Source: an optimization exercise on an open RTL-to-GDS flow (aim: small area, a short achievable clock period and few clock cycles). Production flows keep margins and buffers that such runs may drop.
Where RTL was checked, it was by simulation tests only, not by an equivalence proof against the original.
Power figures rest on the tool's default switching activity, not on a simulated workload.

run C:
// cluster_centroid_n
module cluster_centroid_n #(
  parameter int IMG_WIDTH    = 640,
  parameter int IMG_HEIGHT   = 480,
  parameter int NUM_CLUSTERS = 3,
  parameter int COLOR_W      = 12,
  parameter int DIST_THRESH  = 64,
  parameter int MIN_COUNT    = 4,
  localparam int XW = $clog2(IMG_WIDTH),
  localparam int YW = $clog2(IMG_HEIGHT),
  localparam int IW = (NUM_CLUSTERS > 1) ? $clog2(NUM_CLUSTERS) : 1
) (
  input  logic                         clk,
  input  logic                         rst,
  input  logic signed [COLOR_W-1:0]    pixel_r,
  input  logic signed [COLOR_W-1:0]    pixel_g,
  input  logic signed [COLOR_W-1:0]    pixel_b,
  input  logic                         pixel_valid,
  input  logic [XW-1:0]                x,
  input  logic [YW-1:0]                y,
  input  logic                         ref_wr_en,
  input  logic [IW-1:0]                ref_wr_idx,
  input  logic signed [COLOR_W-1:0]    ref_wr_r,
  input  logic signed [COLOR_W-1:0]    ref_wr_g,
  input  logic signed [COLOR_W-1:0]    ref_wr_b,
  output logic [NUM_CLUSTERS*XW-1:0]   centroid_x,
  output logic [NUM_CLUSTERS*YW-1:0]   centroid_y,
  output logic [NUM_CLUSTERS-1:0]      found,
  output logic                         frame_done,
  output logic                         busy,
  output logic                         overrun
);
make LEC_CHECK=0 CAP_MARGIN=20 CORE_MARGIN=2 CORE_UTILIZATION=68 CTS_BUF_LIST=sky130_fd_sc_hd__clkbuf_8 CTS_CLUSTER_DIAMETER=50 CTS_CLUSTER_SIZE=14 SETUP_SLACK_MARGIN=5 SLEW_MARGIN=20 finish   # period 8.0 ns
run.sh (not shown) runs the stock make flow with config.mk's settings and CLKGATE_MAP_FILE= SYNTH_SCRIPT=/design/flow/synth_recipe.tcl, a recipe that flattens the netlist after the stock synthesis.
Testbench counts of run C, summed over its fixed seeds: cycles 7,754.
Modified inputs, run D compared to run C
-- flow/design.v --
<<< run C, line 31
);
  localparam int NC    = NUM_CLUSTERS;
  localparam int AW    = $clog2(DIST_THRESH + 1);    
  localparam int SDW   = AW + 2;                     
>>> run D, line 31
);
  localparam int NC    = NUM_CLUSTERS;
  localparam int DW    = COLOR_W + 1;                
  localparam int AW    = $clog2(DIST_THRESH + 1);    
  localparam int SDW   = AW + 2;                     
<<< run C, line 68
  logic [SSW-1:0]   w_sadd_y [NC];
  logic             r_div, r_last;
  logic             w_any;
  logic [STW-1:0]   r_step;
  logic [NC-1:0]    w_gex, w_gey;
>>> run D, line 69
  logic [SSW-1:0]   w_sadd_y [NC];
  logic             r_div, r_last;
  logic [STW-1:0]   r_step;
  logic [NC-1:0]    w_gex, w_gey;
<<< run C, line 94
                                         input logic signed [COLOR_W-1:0] q);
    logic [AW:0]   lo;
    logic [HW-1:0] ph, qh, hd;
    logic          b, z0, m1;
    lo  = {1'b0, p[AW-1:0]} - {1'b0, q[AW-1:0]};
>>> run D, line 94
                                         input logic signed [COLOR_W-1:0] q);
    logic [AW:0]   lo;
    logic [HW-1:0] ph, qh;
    logic          b, z0, m1;
    lo  = {1'b0, p[AW-1:0]} - {1'b0, q[AW-1:0]};
<<< run C, line 100
    ph  = {p[COLOR_W-1], p[COLOR_W-1:AW]};
    qh  = {q[COLOR_W-1], q[COLOR_W-1:AW]};
    hd  = ph - qh;
    z0  = b ? (hd == HW'(1)) : (hd == '0);
    m1  = b ? (hd == '0) : (hd == '1);
    chan = {z0, m1, lo[AW-1:0] > AW'(DIST_THRESH), lo[AW-1:0]};
  endfunction
>>> run D, line 100
    ph  = {p[COLOR_W-1], p[COLOR_W-1:AW]};
    qh  = {q[COLOR_W-1], q[COLOR_W-1:AW]};
    z0  = b ? (ph == qh + HW'(1)) : (ph == qh);
    m1  = b ? (ph == qh) : (ph + HW'(1) == qh);
    chan = {z0, m1, lo[AW-1:0] > AW'(DIST_THRESH), lo[AW-1:0]};
  endfunction
<<< run C, line 132
      r2_d[k]  <= SDW'(u[0]) + SDW'(u[1]) + SDW'(u[2]) + SDW'(neg[0]) + SDW'(neg[1]) + SDW'(neg[2]);
    end
  end
  always_comb begin
    w_any = 1'b0;
    for (int k = 0; k < NC; k++)
      if (r_cnt[k] >= CW'(MIN_COUNT) || (w_hit[k] && r_cnt[k] == CW'(MIN_COUNT - 1))) w_any = 1'b1;
  end
  always_comb begin
>>> run D, line 131
      r2_d[k]  <= SDW'(u[0]) + SDW'(u[1]) + SDW'(u[2]) + SDW'(neg[0]) + SDW'(neg[1]) + SDW'(neg[2]);
    end
  end
  always_comb begin
<<< run C, line 214
    end else begin
      r_frame_done <= 1'b0;
      r_last       <= r_div ? r_step == STW'(QW - 2) : r2_eof && !w_any;
      if (r2_eof) begin
        r_div  <= 1'b1;
>>> run D, line 208
    end else begin
      r_frame_done <= 1'b0;
      r_last       <= r_div && r_step == STW'(QW - 2);
      if (r2_eof) begin
        r_div  <= 1'b1;
## What came out
- Looking at run C and run D, the die height is a wash.
- For area after synthesis, run C and run D come out practically identical.
- Per the comparison of run D with run C, multi-input logic area held steady; highest cell delay on the worst timing path shrank by 0.03 ns; initial antenna violation count grew by 5; fraction of synthesized area in multiplexers grew by 2.4 points; routed via count divided by cell count grew by about 1.3%.
- Between run D and run C, the area of the die figures differ only marginally.
Testbench counts of run D, summed over its fixed seeds: cycles 7,798.

---

Setup of alpha:
The RTL this note starts from:
==> flow/design.v <==
module cluster_centroid_n #(
  parameter int IMG_WIDTH    = 640,
  parameter int IMG_HEIGHT   = 480,
  parameter int NUM_CLUSTERS = 3,
  parameter int COLOR_W      = 12,
  parameter int DIST_THRESH  = 64,
  parameter int MIN_COUNT    = 4,
  localparam int XW = $clog2(IMG_WIDTH),
  localparam int YW = $clog2(IMG_HEIGHT),
  localparam int IW = (NUM_CLUSTERS > 1) ? $clog2(NUM_CLUSTERS) : 1
) (
  input  logic                         clk,
  input  logic                         rst,
  input  logic signed [COLOR_W-1:0]    pixel_r,
  input  logic signed [COLOR_W-1:0]    pixel_g,
  input  logic signed [COLOR_W-1:0]    pixel_b,
  input  logic                         pixel_valid,
  input  logic [XW-1:0]                x,
  input  logic [YW-1:0]                y,
  input  logic                         ref_wr_en,
  input  logic [IW-1:0]                ref_wr_idx,
  input  logic signed [COLOR_W-1:0]    ref_wr_r,
  input  logic signed [COLOR_W-1:0]    ref_wr_g,
  input  logic signed [COLOR_W-1:0]    ref_wr_b,
  output logic [NUM_CLUSTERS*XW-1:0]   centroid_x,
  output logic [NUM_CLUSTERS*YW-1:0]   centroid_y,
  output logic [NUM_CLUSTERS-1:0]      found,
  output logic                         frame_done,
  output logic                         busy,
  output logic                         overrun
);
  localparam int NC    = NUM_CLUSTERS;
  localparam int AW    = $clog2(DIST_THRESH + 1);    
  localparam int SDW   = AW + 2;                     
  localparam int CW    = $clog2(IMG_WIDTH * IMG_HEIGHT + 1);
  localparam int SUM_W = $clog2(IMG_WIDTH * IMG_WIDTH * IMG_HEIGHT);
  localparam int QW    = XW;                         
  localparam int RW    = CW;                         
  localparam int MW    = RW + QW;                    
  localparam int STW   = $clog2(QW);
  localparam int SCW   = $clog2(QW);
  localparam int SSW   = $clog2((QW - 1) * IMG_WIDTH);
  logic signed [COLOR_W-1:0] r_ref_r [NC];
  logic signed [COLOR_W-1:0] r_ref_g [NC];
  logic signed [COLOR_W-1:0] r_ref_b [NC];
  logic           r_rst;           
  logic           r1_valid, r1_eof;
  logic [XW-1:0]  r1_x;
  logic [YW-1:0]  r1_y;
  logic [AW:0]    r1_c [NC][3];    
  logic [NC-1:0]  r1_ok;           
  logic [NC-1:0]  r2_ok;
  logic [SDW-1:0] r2_d [NC];
  logic           r2_eof;
  logic [XW-1:0]  r2_x;
  logic [YW-1:0]  r2_y;
  logic [NC-1:0]    w_hit;
  logic [CW-1:0]    r_cnt  [NC];
  logic [MW-1:0]    r_sx   [NC];
  logic [MW-1:0]    r_sy   [NC];
  logic [SCW-1:0]   r_scnt [NC];
  logic [SSW-1:0]   r_ssx  [NC];
  logic [SSW-1:0]   r_ssy  [NC];
  logic [CW-1:0]    w_inc_cnt [NC];
  logic [SUM_W-1:0] w_add_x [NC];
  logic [SUM_W-1:0] w_add_y [NC];
  logic [SCW-1:0]   w_sinc_cnt [NC];
  logic [SSW-1:0]   w_sadd_x [NC];
  logic [SSW-1:0]   w_sadd_y [NC];
  logic             r_div, r_last;
  logic [STW-1:0]   r_step;
  logic [NC-1:0]    w_gex, w_gey;
  logic [RW-1:0]    w_rx [NC];
  logic [RW-1:0]    w_ry [NC];
  logic [NC*XW-1:0] r_centroid_x;
  logic [NC*YW-1:0] r_centroid_y;
  logic [NC-1:0]    r_found;
  logic             r_frame_done, r_busy;
  always_ff @(posedge clk) begin
    for (int k = 0; k < NC; k++) begin
      if (rst) begin
        r_ref_r[k] <= COLOR_W'(50  + 450 * k);
        r_ref_g[k] <= COLOR_W'(100 + 450 * k);
        r_ref_b[k] <= COLOR_W'(150 + 450 * k);
      end else if (ref_wr_en && ref_wr_idx == IW'(k)) begin
        r_ref_r[k] <= ref_wr_r;
        r_ref_g[k] <= ref_wr_g;
        r_ref_b[k] <= ref_wr_b;
      end
    end
  end
  localparam int HW = COLOR_W - AW + 1;             
  function automatic logic [AW+1:0] chan(input logic signed [COLOR_W-1:0] p,
                                         input logic signed [COLOR_W-1:0] q);
    logic [AW:0]   lo;
    logic [HW-1:0] ph, qh;
    logic          b, z0, m1, neg;
    lo  = {1'b0, p[AW-1:0]} - {1'b0, q[AW-1:0]};
    b   = lo[AW];
    ph  = {p[COLOR_W-1], p[COLOR_W-1:AW]};
    qh  = {q[COLOR_W-1], q[COLOR_W-1:AW]};
    z0  = b ? (ph == qh + HW'(1)) : (ph == qh);
    m1  = b ? (ph == qh) : (ph + HW'(1) == qh);
    neg = lo[AW-1:0] > AW'(DIST_THRESH);
    chan = {(z0 && !neg) || (m1 && lo[AW-1]), neg, lo[AW-1:0]};
  endfunction
  always_ff @(posedge clk) begin
    logic [AW+1:0] c [3];
    r_rst    <= rst;
    r1_valid <= !rst && pixel_valid;
    r1_eof   <= !rst && pixel_valid && x == XW'(IMG_WIDTH - 1) && y == YW'(IMG_HEIGHT - 1);
    r1_x     <= x;
    r1_y     <= y;
    for (int k = 0; k < NC; k++) begin
      c[0] = chan(pixel_r, r_ref_r[k]);
      c[1] = chan(pixel_g, r_ref_g[k]);
      c[2] = chan(pixel_b, r_ref_b[k]);
      r1_ok[k] <= c[0][AW+1] && c[1][AW+1] && c[2][AW+1];
      for (int j = 0; j < 3; j++) r1_c[k][j] <= c[j][AW:0];
    end
  end
  always_ff @(posedge clk) begin
    logic [AW-1:0] u [3];
    logic [2:0]    neg;
    r2_eof <= !rst && r1_eof;
    r2_x   <= r1_x;
    r2_y   <= r1_y;
    for (int k = 0; k < NC; k++) begin
      for (int j = 0; j < 3; j++) begin
        neg[j] = r1_c[k][j][AW];
        u[j]   = r1_c[k][j][AW-1:0] ^ {AW{neg[j]}};
      end
      r2_ok[k] <= !rst && r1_valid && r1_ok[k];
      r2_d[k]  <= SDW'(u[0]) + SDW'(u[1]) + SDW'(u[2]) + SDW'(neg[0]) + SDW'(neg[1]) + SDW'(neg[2]);
    end
  end
  always_comb begin
    logic [NC-1:0] m;
    for (int k = 0; k < NC; k++)
      m[k] = r2_ok[k] && r2_d[k] <= SDW'(DIST_THRESH);
    for (int k = 0; k < NC; k++) begin
      w_hit[k] = m[k];
      for (int j = 0; j < NC; j++) begin
        if (j < k && m[j] && r2_d[j][AW-1:0] <= r2_d[k][AW-1:0]) w_hit[k] = 1'b0;
        if (j > k && m[j] && r2_d[j][AW-1:0] <  r2_d[k][AW-1:0]) w_hit[k] = 1'b0;
      end
    end
    for (int k = 0; k < NC; k++) begin
      w_inc_cnt[k]  = r_cnt[k] + CW'(1);
      w_add_x[k]    = r_sx[k][SUM_W-1:0] + SUM_W'(r2_x);
      w_add_y[k]    = r_sy[k][SUM_W-1:0] + SUM_W'(r2_y);
      w_sinc_cnt[k] = r_scnt[k] + SCW'(1);
      w_sadd_x[k]   = r_ssx[k] + SSW'(r2_x);
      w_sadd_y[k]   = r_ssy[k] + SSW'(r2_y);
    end
  end
  always_comb begin
    logic [RW:0] tx, ty;
    for (int k = 0; k < NC; k++) begin
      tx = r_sx[k][MW-1:QW-1];
      ty = r_sy[k][MW-1:QW-1];
      w_gex[k] = tx >= {1'b0, r_cnt[k]};
      w_gey[k] = ty >= {1'b0, r_cnt[k]};
      w_rx[k]  = w_gex[k] ? RW'(tx - {1'b0, r_cnt[k]}) : tx[RW-1:0];
      w_ry[k]  = w_gey[k] ? RW'(ty - {1'b0, r_cnt[k]}) : ty[RW-1:0];
    end
  end
  always_ff @(posedge clk) begin
    for (int k = 0; k < NC; k++) begin
      if (r_rst) begin
        r_cnt[k] <= '0;
        r_sx[k]  <= '0;
        r_sy[k]  <= '0;
      end else if (r_div && r_last) begin
        r_cnt[k] <= w_hit[k] ? CW'(w_sinc_cnt[k]) : CW'(r_scnt[k]);
        r_sx[k]  <= w_hit[k] ? MW'(w_sadd_x[k])   : MW'(r_ssx[k]);
        r_sy[k]  <= w_hit[k] ? MW'(w_sadd_y[k])   : MW'(r_ssy[k]);
      end else if (r_div) begin
        r_sx[k]  <= {w_rx[k], r_sx[k][QW-2:0], w_gex[k]};
        r_sy[k]  <= {w_ry[k], r_sy[k][QW-2:0], w_gey[k]};
      end else if (w_hit[k]) begin
        r_cnt[k] <= w_inc_cnt[k];
        r_sx[k]  <= MW'(w_add_x[k]);
        r_sy[k]  <= MW'(w_add_y[k]);
      end
    end
  end
  always_ff @(posedge clk) begin
    for (int k = 0; k < NC; k++) begin
      if (!r_div) begin
        r_scnt[k] <= '0;
        r_ssx[k]  <= '0;
        r_ssy[k]  <= '0;
      end else if (w_hit[k]) begin
        r_scnt[k] <= w_sinc_cnt[k];
        r_ssx[k]  <= w_sadd_x[k];
        r_ssy[k]  <= w_sadd_y[k];
      end
    end
  end
  always_ff @(posedge clk) begin
    if (rst) begin
      r_div        <= 1'b0;
      r_last       <= 1'b0;
      r_step       <= '0;
      r_busy       <= 1'b0;
      r_frame_done <= 1'b0;
      r_found      <= '0;
      r_centroid_x <= '0;
      r_centroid_y <= '0;
    end else begin
      r_frame_done <= 1'b0;
      r_last       <= r_div && r_step == STW'(QW - 2);
      if (r2_eof) begin
        r_div  <= 1'b1;
        r_step <= '0;
        r_busy <= 1'b1;
      end else if (r_div) begin
        r_step <= r_step + STW'(1);
        if (r_last) begin
          r_div        <= 1'b0;
          r_busy       <= 1'b0;
          r_frame_done <= 1'b1;
          for (int k = 0; k < NC; k++) begin
            r_found[k] <= r_cnt[k] >= CW'(MIN_COUNT);
            if (r_cnt[k] >= CW'(MIN_COUNT)) begin
              r_centroid_x[k*XW +: XW] <= {r_sx[k][XW-2:0], w_gex[k]};
              r_centroid_y[k*YW +: YW] <= {r_sy[k][YW-2:0], w_gey[k]};
            end
          end
        end
      end
    end
  end
  assign centroid_x = r_centroid_x;
  assign centroid_y = r_centroid_y;
  assign found      = r_found;
  assign frame_done = r_frame_done;
  assign busy       = r_busy;
  assign overrun    = 1'b0;
endmodule
Settings: LEC_CHECK=0, CAP_MARGIN=20, CORE_MARGIN=2, CORE_UTILIZATION=68, CTS_BUF_LIST=sky130_fd_sc_hd__clkbuf_8, CTS_CLUSTER_DIAMETER=50, CTS_CLUSTER_SIZE=14, SETUP_SLACK_MARGIN=5, SLEW_MARGIN=20; clock period 8.0 ns.
[inputs] beta vs alpha
--- a/flow/design.v
+++ b/flow/design.v
@@ -44,14 +44,13 @@
   logic signed [COLOR_W-1:0] r_ref_g [NC];
   logic signed [COLOR_W-1:0] r_ref_b [NC];
   logic           r_rst;           
   logic           r1_valid, r1_eof;
   logic [XW-1:0]  r1_x;
   logic [YW-1:0]  r1_y;
-  logic [AW:0]    r1_c [NC][3];    
-  logic [NC-1:0]  r1_ok;           
+  logic [AW+2:0]  r1_c [NC][3];    
   logic [NC-1:0]  r2_ok;
   logic [SDW-1:0] r2_d [NC];
   logic           r2_eof;
   logic [XW-1:0]  r2_x;
   logic [YW-1:0]  r2_y;
   logic [NC-1:0]    w_hit;
@@ -87,53 +86,51 @@
         r_ref_g[k] <= ref_wr_g;
         r_ref_b[k] <= ref_wr_b;
       end
     end
   end
   localparam int HW = COLOR_W - AW + 1;             
-  function automatic logic [AW+1:0] chan(input logic signed [COLOR_W-1:0] p,
+  function automatic logic [AW+2:0] chan(input logic signed [COLOR_W-1:0] p,
                                          input logic signed [COLOR_W-1:0] q);
     logic [AW:0]   lo;
-    logic [HW-1:0] ph, qh;
-    logic          b, z0, m1, neg;
+    logic [HW-1:0] ph, qh, hd;
+    logic          b, z0, m1;
     lo  = {1'b0, p[AW-1:0]} - {1'b0, q[AW-1:0]};
     b   = lo[AW];
     ph  = {p[COLOR_W-1], p[COLOR_W-1:AW]};
     qh  = {q[COLOR_W-1], q[COLOR_W-1:AW]};
-    z0  = b ? (ph == qh + HW'(1)) : (ph == qh);
-    m1  = b ? (ph == qh) : (ph + HW'(1) == qh);
-    neg = lo[AW-1:0] > AW'(DIST_THRESH);
-    chan = {(z0 && !neg) || (m1 && lo[AW-1]), neg, lo[AW-1:0]};
+    hd  = ph - qh;
+    z0  = b ? (hd == HW'(1)) : (hd == '0);
+    m1  = b ? (hd == '0) : (hd == '1);
+    chan = {z0, m1, lo[AW-1:0] > AW'(DIST_THRESH), lo[AW-1:0]};
   endfunction
   always_ff @(posedge clk) begin
-    logic [AW+1:0] c [3];
     r_rst    <= rst;
     r1_valid <= !rst && pixel_valid;
     r1_eof   <= !rst && pixel_valid && x == XW'(IMG_WIDTH - 1) && y == YW'(IMG_HEIGHT - 1);
     r1_x     <= x;
     r1_y     <= y;
     for (int k = 0; k < NC; k++) begin
-      c[0] = chan(pixel_r, r_ref_r[k]);
-      c[1] = chan(pixel_g, r_ref_g[k]);
-      c[2] = chan(pixel_b, r_ref_b[k]);
-      r1_ok[k] <= c[0][AW+1] && c[1][AW+1] && c[2][AW+1];
-      for (int j = 0; j < 3; j++) r1_c[k][j] <= c[j][AW:0];
+      r1_c[k][0] <= chan(pixel_r, r_ref_r[k]);
+      r1_c[k][1] <= chan(pixel_g, r_ref_g[k]);
+      r1_c[k][2] <= chan(pixel_b, r_ref_b[k]);
     end
   end
   always_ff @(posedge clk) begin
     logic [AW-1:0] u [3];
-    logic [2:0]    neg;
+    logic [2:0]    neg, ok;
     r2_eof <= !rst && r1_eof;
     r2_x   <= r1_x;
     r2_y   <= r1_y;
     for (int k = 0; k < NC; k++) begin
       for (int j = 0; j < 3; j++) begin
         neg[j] = r1_c[k][j][AW];
+        ok[j]  = (r1_c[k][j][AW+2] && !neg[j]) || (r1_c[k][j][AW+1] && r1_c[k][j][AW-1]);
         u[j]   = r1_c[k][j][AW-1:0] ^ {AW{neg[j]}};
       end
-      r2_ok[k] <= !rst && r1_valid && r1_ok[k];
+      r2_ok[k] <= !rst && r1_valid && (&ok);
       r2_d[k]  <= SDW'(u[0]) + SDW'(u[1]) + SDW'(u[2]) + SDW'(neg[0]) + SDW'(neg[1]) + SDW'(neg[2]);
     end
   end
   always_comb begin
     logic [NC-1:0] m;
     for (int k = 0; k < NC; k++)
Results
beta has register bit count reported by yosys above what alpha had.
beta: multiplexer area fraction after synthesis 0.26 points below alpha
Of alpha and beta, the lower fraction of area in non-clock buffers belongs to beta.
Going from alpha to beta, number of ordinary and repair buffers in the finished layout down 20%, portion of total power attributed to the clock network went down, number of cells produced by synthesis -131.
beta reports a lower aggregate global-route resource usage than alpha does.
beta: pin count of the biggest net entering global routing 1 below alpha
beta improves on alpha in setup slack.
When beta is measured against alpha, its proportion of synthesized chip area in sequential cells turns out 0.95 points higher.
Function was not checked in any run of this note: the RTL went through the layout flow alone.

## what the ideal ports hide
In the flow no input, the clock included, has a driving cell. The finished layouts below were timed again as built, in two steps. Step 1 sets driving cells, clkbuf_16 on the clock port and buf_2 on the other inputs (assumed; they add their load-dependent delay and slew). Step 2 times the ports against the registers' clock, not the clock port: input delays grow and output delays shrink by t, the midpoint of the rising clock arrivals with the driver on. Three values: ideal ports, drivers, drivers and shift; two values: the first two.
run	shift t [ns]	slack for setup (ns)	clock arrival spread, ns
run C	0.765	4.935 / 4.935 / 4.303	0.041 / 0.042
run D	0.782	4.957 / 4.957 / 4.295	0.043 / 0.043
alpha	0.772	4.694 / 4.694 / 4.142	0.042 / 0.042
beta	0.774	4.961 / 4.961 / 4.282	0.041 / 0.041
After both steps every run listed still meets setup and hold. For beta, which loses most, drivers alone change the setup slack by 0.000 ns; drivers and shift together by -0.679 ns.
